From an optimization exercise on the open Yosys and OpenROAD flow, aimed at small area; shortcuts taken in it are not production practice. Function was checked by simulation only, so behaviour that the tests miss may differ from the original. Power is estimated from default activity; no workload was simulated. No driver is modelled on the clock port, so clocking that relies on it looks cheaper here than on a real chip.

== v6 ==
// cpu_top
module cpu_top (
	input  logic clk,
	input  logic reset,
	output logic [31:0] mem_addr,
	output logic [7:0] mem_wdata,
	output logic mem_read,
	output logic mem_write,
	input  logic [7:0] mem_rdata,
	input  logic mem_ready,
	output logic [31:0] debug
);
==> flow/config.mk <==
export PLATFORM = sky130hd
export DESIGN_NAME = cpu_top
export DESIGN_NICKNAME = cpu_top
export VERILOG_FILES = /design/flow/design.v
export SDC_FILE = /design/flow/constraint.sdc
export NUM_CORES = 4
export LEC_CHECK = 0
export CAP_MARGIN = 20
export CORE_MARGIN = 2
export CORE_UTILIZATION = 40
export CTS_BUF_LIST = sky130_fd_sc_hd__clkbuf_16
export CTS_CLUSTER_DIAMETER = 100
export CTS_CLUSTER_SIZE = 30
export SLEW_MARGIN = 20
==> flow/constraint.sdc <==
create_clock -name core_clock -period 9.0 [get_ports {clk}]
set_input_delay 1.8000 -clock core_clock [delete_from_list [all_inputs] [get_ports {clk}]]
set_output_delay 1.8000 -clock core_clock [all_outputs]
set_load 0.01 [all_outputs]
standard.sh (not shown) runs the stock make flow with config.mk's settings and CLKGATE_MAP_FILE= SYNTH_SCRIPT=/design/flow/synth_recipe.tcl, a recipe that flattens the netlist after the stock synthesis.
==> flow/flow/run.sh <==
#!/bin/bash
set -o pipefail
cp standard.sh standard.sh.txt
export BUFFER_PORTS_ARGS="-buffer_cell sky130_fd_sc_hd__buf_1"
export CTS_ARGS="-sink_clustering_enable -repair_clock_nets -sink_clustering_size 20 -sink_clustering_max_diameter 60 -buf_list sky130_fd_sc_hd__clkbuf_8 -dont_use_dummy_load"
bash standard.sh > standard.log 2>&1
v6 closes out successfully: all stages finished, all timing, DRC and antenna checks passed.
### v6 -> v7
==> flow/run.sh (new file) <==
#!/bin/bash
# synth_recipe.tcl (not shown) runs the flow's synth.tcl, then flattens the netlist and writes it again
# the make line also repeats each setting of config.mk as NAME=value (left out here)
make -C /OpenROAD-flow-scripts/flow DESIGN_CONFIG=/design/flow/config.mk WORK_HOME=/design/flow/orfs CLKGATE_MAP_FILE= SYNTH_SCRIPT=/design/flow/synth_recipe.tcl finish
removed: flow/flow/run.sh
removed: flow/standard.sh
Notes after the runs:
- The final reports for v7 and v6 show area growth from synthesis to layout higher in the former.
- Between v6 and v7, the wire length figures differ only marginally.
- Delta (v7 minus v6): placed standard-cell area picked up an extra about 1.8%, leakage power picked up an extra 3.1%.
- Looking at minimum hold slack across both flows, v7 is the stronger of the two, with v6 trailing.
- v7 vs. v6: global-route track usage on met3 now sits lower, met1 routed wirelength after detailed routing now sits higher, fraction of area in registers shows a reduction of 2.0 points.
- In v7, arrival time of data at the critical path endpoint is higher than in v6.
- Compared with v6, v7 shows routed length on met3 lower by 37%.
- Core util | v7 vs v6 | v7 higher

cpu_top, a different RTL version from the one above (not shown whole).
Size: roughly 1700 cells after synthesis, about 1200 flip-flops, roughly 28000 um2 of cells after synthesis.
clock: 9.0 ns
lec_check: 0
cap_margin: 20
core_margin: 2
core_utilization: 65
cts_buf_list: sky130_fd_sc_hd__clkbuf_16
cts_cluster_diameter: 100
cts_cluster_size: 30
slew_margin: 20
==> flow/flow/run.sh <==
#!/bin/bash
set -o pipefail
cp standard.sh standard.sh.txt
export BUFFER_PORTS_ARGS="-buffer_cell sky130_fd_sc_hd__buf_1"
export CTS_ARGS="-sink_clustering_enable -repair_clock_nets -sink_clustering_size 20 -sink_clustering_max_diameter 60 -buf_list sky130_fd_sc_hd__clkbuf_8 -dont_use_dummy_load"
bash standard.sh > standard.log 2>&1
Next try:
- CORE_UTILIZATION: 65 -> 40
Effect: Via count came out higher by 1.3%. Setup slack loses 120 ps. Combinational power came out higher by about 0.8%.

cpu_top with an RTL version that a note above also has.
Size: roughly 1700 cells after synthesis, roughly 85 I/O pins.
export LEC_CHECK = 0
export CAP_MARGIN = 20
export CORE_MARGIN = 2
export CORE_UTILIZATION = 40
export CTS_BUF_LIST = sky130_fd_sc_hd__clkbuf_16
export CTS_CLUSTER_DIAMETER = 100
export CTS_CLUSTER_SIZE = 30
export SLEW_MARGIN = 20
create_clock -name core_clock -period 9.0 [get_ports {clk}]
==> flow/flow/run.sh <==
#!/bin/bash
set -o pipefail
cp standard.sh standard.sh.txt
export BUFFER_PORTS_ARGS="-buffer_cell sky130_fd_sc_hd__buf_1"
export CTS_ARGS="-sink_clustering_enable -repair_clock_nets -sink_clustering_size 30 -sink_clustering_max_diameter 100 -buf_list sky130_fd_sc_hd__clkbuf_16 -dont_use_dummy_load"
bash standard.sh > standard.log 2>&1
Rerun with:
==> flow/flow/run.sh (replaced) <==
#!/bin/bash
set -o pipefail
cp standard.sh standard.sh.txt
export BUFFER_PORTS_ARGS="-buffer_cell sky130_fd_sc_hd__buf_1"
export CTS_ARGS="-sink_clustering_enable -repair_clock_nets -sink_clustering_size 36 -sink_clustering_max_diameter 80 -buf_list sky130_fd_sc_hd__clkbuf_16 -dont_use_dummy_load"
bash standard.sh > standard.log 2>&1
Result:
- cell area is about the same
- utilization decreases by 0.10 points
- wire length barely changes
- clock power went down by a few percent
- power came out lower slightly
- combinational power barely changes
- setup slack is worse by 0.028 ns
- cell count barely changes
- clock-buffer cell count goes down by 3
- area after synthesis does not change

== before ==
Another version of the RTL of cpu_top (not shown whole).
Size in the first run: ~1600 cells after synthesis, roughly 1200 flip-flops, roughly 85 I/O pins, ~0.027 mm2 of cells after synthesis.
clock: 9.0 ns
lec_check: 0
cap_margin: 20
core_margin: 2
core_utilization: 40
slew_margin: 20
synth_hierarchical: 1
synth_minimum_keep_size: 0
==> flow/flow/run.sh <==
#!/bin/bash
# The standard layout (standard.sh), with these changes to the ORFS defaults:
#  - synthesis maps logic with an area-oriented ABC script (flow/abc_area.script,
#    used through ABC_AREA=1 from a copy of the ORFS scripts folder); registers
#    and everything else in synthesis are unchanged;
#  - ports are buffered with buf_1 instead of clkdlybuf4s50_1;
#  - the clock tree uses clusters of up to 20 sinks on clkbuf_8, without dummy loads.
# Each step's output goes to a log file of its own here; ORFS's tool logs are in orfs/logs.
set -euo pipefail
HERE=$(pwd)
rm -rf "$HERE/orfs_scripts"
cp -r "$FLOW_HOME/scripts" "$HERE/orfs_scripts"
cp "$HERE/flow/abc_area.script" "$HERE/orfs_scripts/abc_area.script"
export BUFFER_PORTS_ARGS="-buffer_cell sky130_fd_sc_hd__buf_1"
export CTS_ARGS="-sink_clustering_enable -repair_clock_nets -sink_clustering_size 20 -sink_clustering_max_diameter 60 -buf_list sky130_fd_sc_hd__clkbuf_8 -dont_use_dummy_load"
SCRIPTS_DIR="$HERE/orfs_scripts" ABC_AREA=1 bash standard.sh synth > "$HERE/synth.log" 2>&1
bash standard.sh > "$HERE/layout.log" 2>&1
==> flow/flow/abc_area.script <==
&get -n
&st
&dch -f
&nf -R 1000 -p -F 16 -A 8 -C 32
&st
&syn2
&dch -f
&nf -R 1000 -p -F 16 -A 8 -C 32
&st
&synch2
&nf -R 1000 -p -F 16 -A 8 -C 32
&put
topo
dnsize
before: full flow OK, the timing, design-rule and antenna checks passed
For after, these inputs were changed with respect to before:
# before
export LEC_CHECK = 0
export CAP_MARGIN = 20
export CORE_MARGIN = 2
export CORE_UTILIZATION = 40
export SLEW_MARGIN = 20
export SYNTH_HIERARCHICAL = 1
export SYNTH_MINIMUM_KEEP_SIZE = 0
create_clock -name core_clock -period 9.0 [get_ports {clk}]
# after
export LEC_CHECK = 0
export CAP_MARGIN = 20
export CORE_MARGIN = 2
export CORE_UTILIZATION = 70
export PLACE_DENSITY = 0.9
export SLEW_MARGIN = 20
export SYNTH_HIERARCHICAL = 1
export SYNTH_MINIMUM_KEEP_SIZE = 0
create_clock -name core_clock -period 9.0 [get_ports {clk}]
Findings:
When after is set beside before, its number of instances in the placed design turns out to be 356 smaller. Master of the slowest instance on the critical path: sky130_fd_sc_hd__nor2_1 -> after, sky130_fd_sc_hd__nor4_1 -> before. Critical path depth ends up lower on after. before -> after: leakage dissipation flat.

separate check: timing with driven ports:
The flow's constraints put no driver on any port. The routed layouts listed below were extracted and timed again, unchanged, in two steps. Step 1 sets driving cells, clkbuf_16 on the clock port and buf_2 on the other inputs (assumed; they add their load-dependent delay and slew). Step 2, shift: input delay + t, output delay - t, t = (earliest + latest rising clock arrival at the registers) / 2. This alone moves slack from input paths to output paths. a / b / c = ideal / step 1 / step 2; a / b = the first two.
run | shift t [ns] | setup slack, ns | latest minus earliest clock arrival (ns)
v6 | 0.697 | 3.721 / 3.721 / 3.269 | 0.074 / 0.074
v7 | 0.671 | 3.494 / 3.501 / 2.856 | 0.025 / 0.025
the first run of note 2 | 0.672 | 3.433 / 3.433 / 3.433 | 0.093 / 0.092
the second run of note 2 | 0.700 | 3.311 / 3.311 / 3.311 | 0.106 / 0.106
the first run of note 3 | 0.637 | 3.727 / 3.727 / 3.242 | 0.044 / 0.044
the second run of note 3 | 0.617 | 3.699 / 3.699 / 3.272 | 0.076 / 0.075
before | 0.704 | 2.503 / 2.503 / 2.503 | 0.098 / 0.098
after | 0.676 | 2.568 / 2.568 / 2.568 | 0.092 / 0.092
After both steps every run listed still meets setup and hold. For v7, which loses most, drivers alone change the setup slack by +0.007 ns; drivers and shift together by -0.638 ns.
